From an optimization exercise on the open Yosys and OpenROAD flow, aimed at small area; shortcuts taken in it are not production practice. Function was checked by simulation only, so behaviour that the tests miss may differ from the original. Power is estimated from default activity; no workload was simulated.

`design/flow/design.v`:
```
package dpram_pkg;
    localparam int RDW_READ_FIRST  = 0;
    localparam int RDW_WRITE_FIRST = 1;
    localparam int DEFAULT_DATA_W = 8;
    localparam int DEFAULT_ADDR_W = 7;
    localparam int OUT_STAGES = 1;
endpackage
module dpram_port_pipe #(
    parameter int DATA_W = 8,
    parameter int STAGES = 1
) (
    input  logic              clk,
    input  logic              rst_n,
    input  logic              acc,
    input  logic [DATA_W-1:0] rdata,
    output logic [DATA_W-1:0] q,
    output logic              vld
);
    logic [STAGES-1:0]             vld_pipe;
    logic [STAGES-1:0][DATA_W-1:0] q_pipe;
    always_ff @(posedge clk or negedge rst_n) begin
        if (!rst_n) begin
            vld_pipe <= '0;
            q_pipe   <= '0;
        end else begin
            vld_pipe[0] <= acc;
            if (acc)
                q_pipe[0] <= rdata;
            for (int i = 1; i < STAGES; i++) begin
                vld_pipe[i] <= vld_pipe[i-1];
                q_pipe[i]   <= q_pipe[i-1];
            end
        end
    end
    assign q   = q_pipe[STAGES-1];
    assign vld = vld_pipe[STAGES-1];
endmodule
module param_dual_ram #(
    parameter int DATA_W   = 8,
    parameter int ADDR_W   = dpram_pkg::DEFAULT_ADDR_W,
    parameter int RDW_MODE = dpram_pkg::RDW_READ_FIRST
) (
    input  logic              clk,
    input  logic              rst_n,
    input  logic              en1,
    input  logic              en2,
    input  logic              wr1,
    input  logic              wr2,
    input  logic [ADDR_W-1:0] a1,
    input  logic [ADDR_W-1:0] a2,
    input  logic [DATA_W-1:0] d1,
    input  logic [DATA_W-1:0] d2,
    output logic [DATA_W-1:0] q1,
    output logic [DATA_W-1:0] q2,
    output logic              vld1,
    output logic              vld2,
    output logic              coll
);
    localparam int DEPTH = 2 ** ADDR_W;
    logic [DATA_W-1:0] mem [DEPTH];
    logic              acc1, acc2;
    logic              wen1, wen2;
    logic              same_addr;
    logic              coll_now;
    logic [DATA_W-1:0] rdata1, rdata2;
    logic [dpram_pkg::OUT_STAGES-1:0] coll_pipe;
    always_comb begin
        acc1      = en1 & rst_n;
        acc2      = en2 & rst_n;
        same_addr = (a1 == a2);
        wen1      = acc1 & wr1;
        wen2      = acc2 & wr2 & ~(wen1 & same_addr);
        coll_now  = acc1 & acc2 & same_addr & (wr1 | wr2);
        rdata1    = (wr1 && RDW_MODE == dpram_pkg::RDW_WRITE_FIRST) ? d1 : mem[a1];
        rdata2    = (wr2 && RDW_MODE == dpram_pkg::RDW_WRITE_FIRST) ? d2 : mem[a2];
    end
    always_ff @(posedge clk) begin
        if (wen1)
            mem[a1] <= d1;
        if (wen2)
            mem[a2] <= d2;
    end
    always_ff @(posedge clk or negedge rst_n) begin
        if (!rst_n) begin
            coll_pipe <= '0;
        end else begin
            coll_pipe[0] <= coll_now;
            for (int i = 1; i < dpram_pkg::OUT_STAGES; i++)
                coll_pipe[i] <= coll_pipe[i-1];
        end
    end
    assign coll = coll_pipe[dpram_pkg::OUT_STAGES-1];
    dpram_port_pipe #(.DATA_W(DATA_W), .STAGES(dpram_pkg::OUT_STAGES)) u_pipe1 (
        .clk   (clk),
        .rst_n (rst_n),
        .acc   (acc1),
        .rdata (rdata1),
        .q     (q1),
        .vld   (vld1)
    );
    dpram_port_pipe #(.DATA_W(DATA_W), .STAGES(dpram_pkg::OUT_STAGES)) u_pipe2 (
        .clk   (clk),
        .rst_n (rst_n),
        .acc   (acc2),
        .rdata (rdata2),
        .q     (q2),
        .vld   (vld2)
    );
endmodule
```
`design/flow/run.sh`:
```
#!/bin/bash
# synth_recipe.tcl (not shown) runs the flow's synth.tcl, then flattens the netlist and writes it again
# the make line also repeats each setting of config.mk as NAME=value (left out here)
make -C /OpenROAD-flow-scripts/flow DESIGN_CONFIG=/design/flow/config.mk WORK_HOME=/design/flow/orfs CLKGATE_MAP_FILE= SYNTH_SCRIPT=/design/flow/synth_recipe.tcl finish
```
`design/flow/config.mk`:
```
export PLATFORM = sky130hd
export DESIGN_NAME = param_dual_ram
export DESIGN_NICKNAME = param_dual_ram
export VERILOG_FILES = /design/flow/design.v
export SDC_FILE = /design/flow/constraint.sdc
export NUM_CORES = 4
export LEC_CHECK = 0
export CAP_MARGIN = 20
export CORE_MARGIN = 2
export CORE_UTILIZATION = 40
export SLEW_MARGIN = 20
```
`design/flow/constraint.sdc`:
```
create_clock -name core_clock -period 6.0 [get_ports {clk}]
set_input_delay 1.2000 -clock core_clock [delete_from_list [all_inputs] [get_ports {clk}]]
set_output_delay 1.2000 -clock core_clock [all_outputs]
set_load 0.01 [all_outputs]
```
==> metrics.yaml <==
end_kind: "flip-flop"
numCtsBuffers: 116
p_leak_nw: 23.1
maxSlewViolCount: 0
wl_per_cell_microns: 43.0
die_area_sq_um: 162000
synth_ff_type: "edfxtp_1"
cellPowerDensity_nw_per_um2: 261
dr_total_vias: 52182
ys_ff_latch: 1043
antenna_found_initial: 32
clock_path_buffers: 3
yosys.area.top_type: "edfxtp_1"
start_util: 0.402
synth_area_leaders: "edfxtp_1 (48%), mux2_2 (18%), mux4_2 (4.2%)"
slowest_stage: "and2_1"
dpl.cell_count: 6773
antenna_left: 0
grt_max_degree: 129
yosys-top-cells-count: "edfxtp_1 (1024), mux2_2 (1013), clkbuf_1 (329)"
port_buffers: 54
grt_use_total: 0.361
p_seq_frac: 0.438
die_y_microns: 403
cp.arrival_ns: 5.43
core_area_sq_um: 158000
crit_chain: "clkbuf_8, buf_12, and2_1, buf_4, a221oi_1, o22ai_1, a21oi_1, o211ai_1, nor4_1, buf_4, o22ai_1"
cp_max_fo: 57
grt_first_pass_wirelength_mm: 411
chipWidth_microns: 403
syn2layout_area_growth_pct: 11.6
grt_pass1_vias: 48713
cap_viol_max_count: 0
ios: 55
drt-total-wl_mm: 302
ys_seq_area_frac: 0.491
cts.repair.resized: 0
period_needed_ns: 4.74
final-hold-violation-count: 0
cts_tree: "built"
fmax_mhz: 211
drive_gt1_frac: 0.373
slew_headroom: 0.139
synth_edf_count: 1024
htreeDepth: 3
power_frac_comb: 0.133
gp_congestion: 1.02
drc_errors: 0
syn_inst: 4916
tightest_slew_ns: 1.29
synth.distinct_cells: 85
netlist_area_sq_um: 63600
startpoint_type: "input pin"
p_switching_w: 0.00497
cts_setup_buffers: 0
critPathRequiredTime_ns: 6.69
grt_setup_unrepaired: "no"
cp_top_family: "compound AO/OA/AOI/OAI gates"
timing.setup.tns_ns: 0
min_path_type: "flip-flop to flip-flop"
stdcell_count: 7014
insertion_delay_ns: 0.77
synth-async-reset-ratio: 0.0182
clk_pin_slew_ns: 0.07
syn_area_per_cell_sq_um: 12.9
drt-vias-per-instance: 7.44
min_period_over_period: 0.790
final_nets: 4856
drt_iter0_drc: 9887
p_int_w: 0.0135
crit_type: "input pin to flip-flop"
hold-worst-slack_ns: 0.658
first_pass_iters: 9
hold_buffers: 0
overflow: 0
cts.sinks: 1043
syn-num-nets: 4952
p_clk_frac: 0.429
status: "timing/DRC/antenna clean"
hpwl_mm: 193
synth_warnings: 2
cts_root_buf: "clkbuf_16"
yosysMostFrequentCell: "edfxtp_1"
yosysTopAreaCellShare: 0.484
vdd_drop_max_uv: 250
switching_share: 0.269
fin_skew_ns: 0.0325
setup_violations: 0
rows: 146
worst-path-buf-inv: 4
max_stage_delay_ns: 0.88
==> layout make-up <==
class / instances / area (sq um)
diodes: 21 / 52.6
clock buffers: 142 / 3110
clock inverters: 77 / 995
fillers: 14319 / 87300
inverters: 15 / 58.8
multi-input cells: 3281 / 29800
flip-flops and latches: 1043 / 31200
well taps: 2072 / 2590
repair buffers: 363 / 3100
==> placed cells by master (no fill, tap or decap), drive strengths merged, types with 13 or more instances in the layout <==
cell type,instances
a211oi,13
a21oi,125
a221o,63
a221oi,299
a22o,29
a22oi,97
a311oi,16
a31oi,20
and2,14
buf,334
bufinv,24
clkbuf,143
clkdlybuf4s50,28
clkinv,47
dfrtp,19
diode,21
edfxtp,1024
mux2,1174
mux2i,179
mux4,119
nand2,281
nand3,55
nor2,199
nor2b,16
nor3,24
o211ai,18
o21ai,242
o221ai,44
o22ai,82
==> routing by layer <==
layer	GRT usage	vias up	routed length, microns
met5	0	-	327
met1	0.465	26213	108000
met4	0.229	32	23100
met2	0.509	5048	124000
li1	-	19645	-
met3	0.134	1244	46000
==> kinds of logic (layout without fill, tap and decap cells) <==
| logic type | Yosys count | in the layout | share of synthesized area |
|---|---|---|---|
| muxes | 1472 | 1472 | 0.278 |
| buffers and inverters | 592 | 597 | 0.0432 |
| other | 0 | 21 | 0 |
| AOI/OAI and AO/OA | 1154 | 1154 | 0.132 |
| DFF | 1043 | 1043 | 0.491 |
| and+or+nand+nor | 648 | 648 | 0.0541 |
| xor gates and xnor gates | 7 | 7 | 0.000964 |
==> path summary, 6_finish.rpt <==
path	startpoint	end	slack, ns	cells past startpoint
setup reg to reg	mem[58][6]$_DFFE_PP_	u_pipe1.q_pipe[6]$_DFFE_PN0N_	2.81	6
min in group asynchronous	rst_n	coll_pipe$_DFF_PN0_	0.75	1
max in group asynchronous	rst_n	u_pipe1.q_pipe[1]$_DFFE_PN0N_	4.53	2
setup / recovery	a2[0]	u_pipe2.q_pipe[7]$_DFFE_PN0N_	1.26	11
hold reg to reg	u_pipe1.q_pipe[7]$_DFFE_PN0N_	u_pipe1.q_pipe[7]$_DFFE_PN0N_	0.66	1
hold / removal	u_pipe1.q_pipe[7]$_DFFE_PN0N_	u_pipe1.q_pipe[7]$_DFFE_PN0N_	0.66	1
==> sequential cells by signal, indices dropped and copies added, names as in the netlist <==
signal            cells
coll_pipe             1
mem                1024
u_pipe1.q_pipe        8
u_pipe1.vld_pipe      1
u_pipe2.q_pipe        8
u_pipe2.vld_pipe      1
==> power groups by stage <==
stage                     logic [W]  clock network (W)  registers, W
after detailed placement    0.00231                  0       0.00824
after CTS                   0.00231            0.00791       0.00809
after floorplan             0.00131                  0       0.00821
after global placement      0.00228                  0       0.00824
after global routing        0.00245            0.00817       0.00809
final                       0.00247            0.00793       0.00810
==> metrics by stage <==
| stage | area, sq um | utilization | power [W] | worst slack, ns |
|---|---|---|---|---|
| final | 70900 | 0.448 | 0.0185 | 1.26 |
| after global routing | 70900 | 0.448 | 0.0187 | 1.52 |
| after CTS | 70900 | 0.448 | 0.0183 | 1.75 |
| after detailed placement | 66800 | 0.422 | 0.0106 | 0.980 |
| after global placement | 66800 | 0.422 | 0.0105 | 0.938 |
| after floorplan | 63600 | - | 0.00953 | 2.34 |

## separate check: timing with driven ports
No port has a modelled driver above. Below, the same layout with a new extraction and two added sets of constraints. Step 1 assumes that a clkbuf_16 drives the clock port and a buf_2 every other input. Step 2 times the ports against the registers' clock, not the clock port: input delays grow and output delays shrink by t, the midpoint of the rising clock arrivals with the driver on. Slacks: ideal ports / drivers / drivers and shift; pairs: ideal ports / drivers.
shift t [ns]: 0.842
slack for setup (ns): 1.260 / 1.320 / 0.478
pins driven straight from the clock port: 1
After both steps this run still meets setup and hold. For this run, drivers alone change the setup slack by +0.060 ns; drivers and shift together by -0.782 ns.
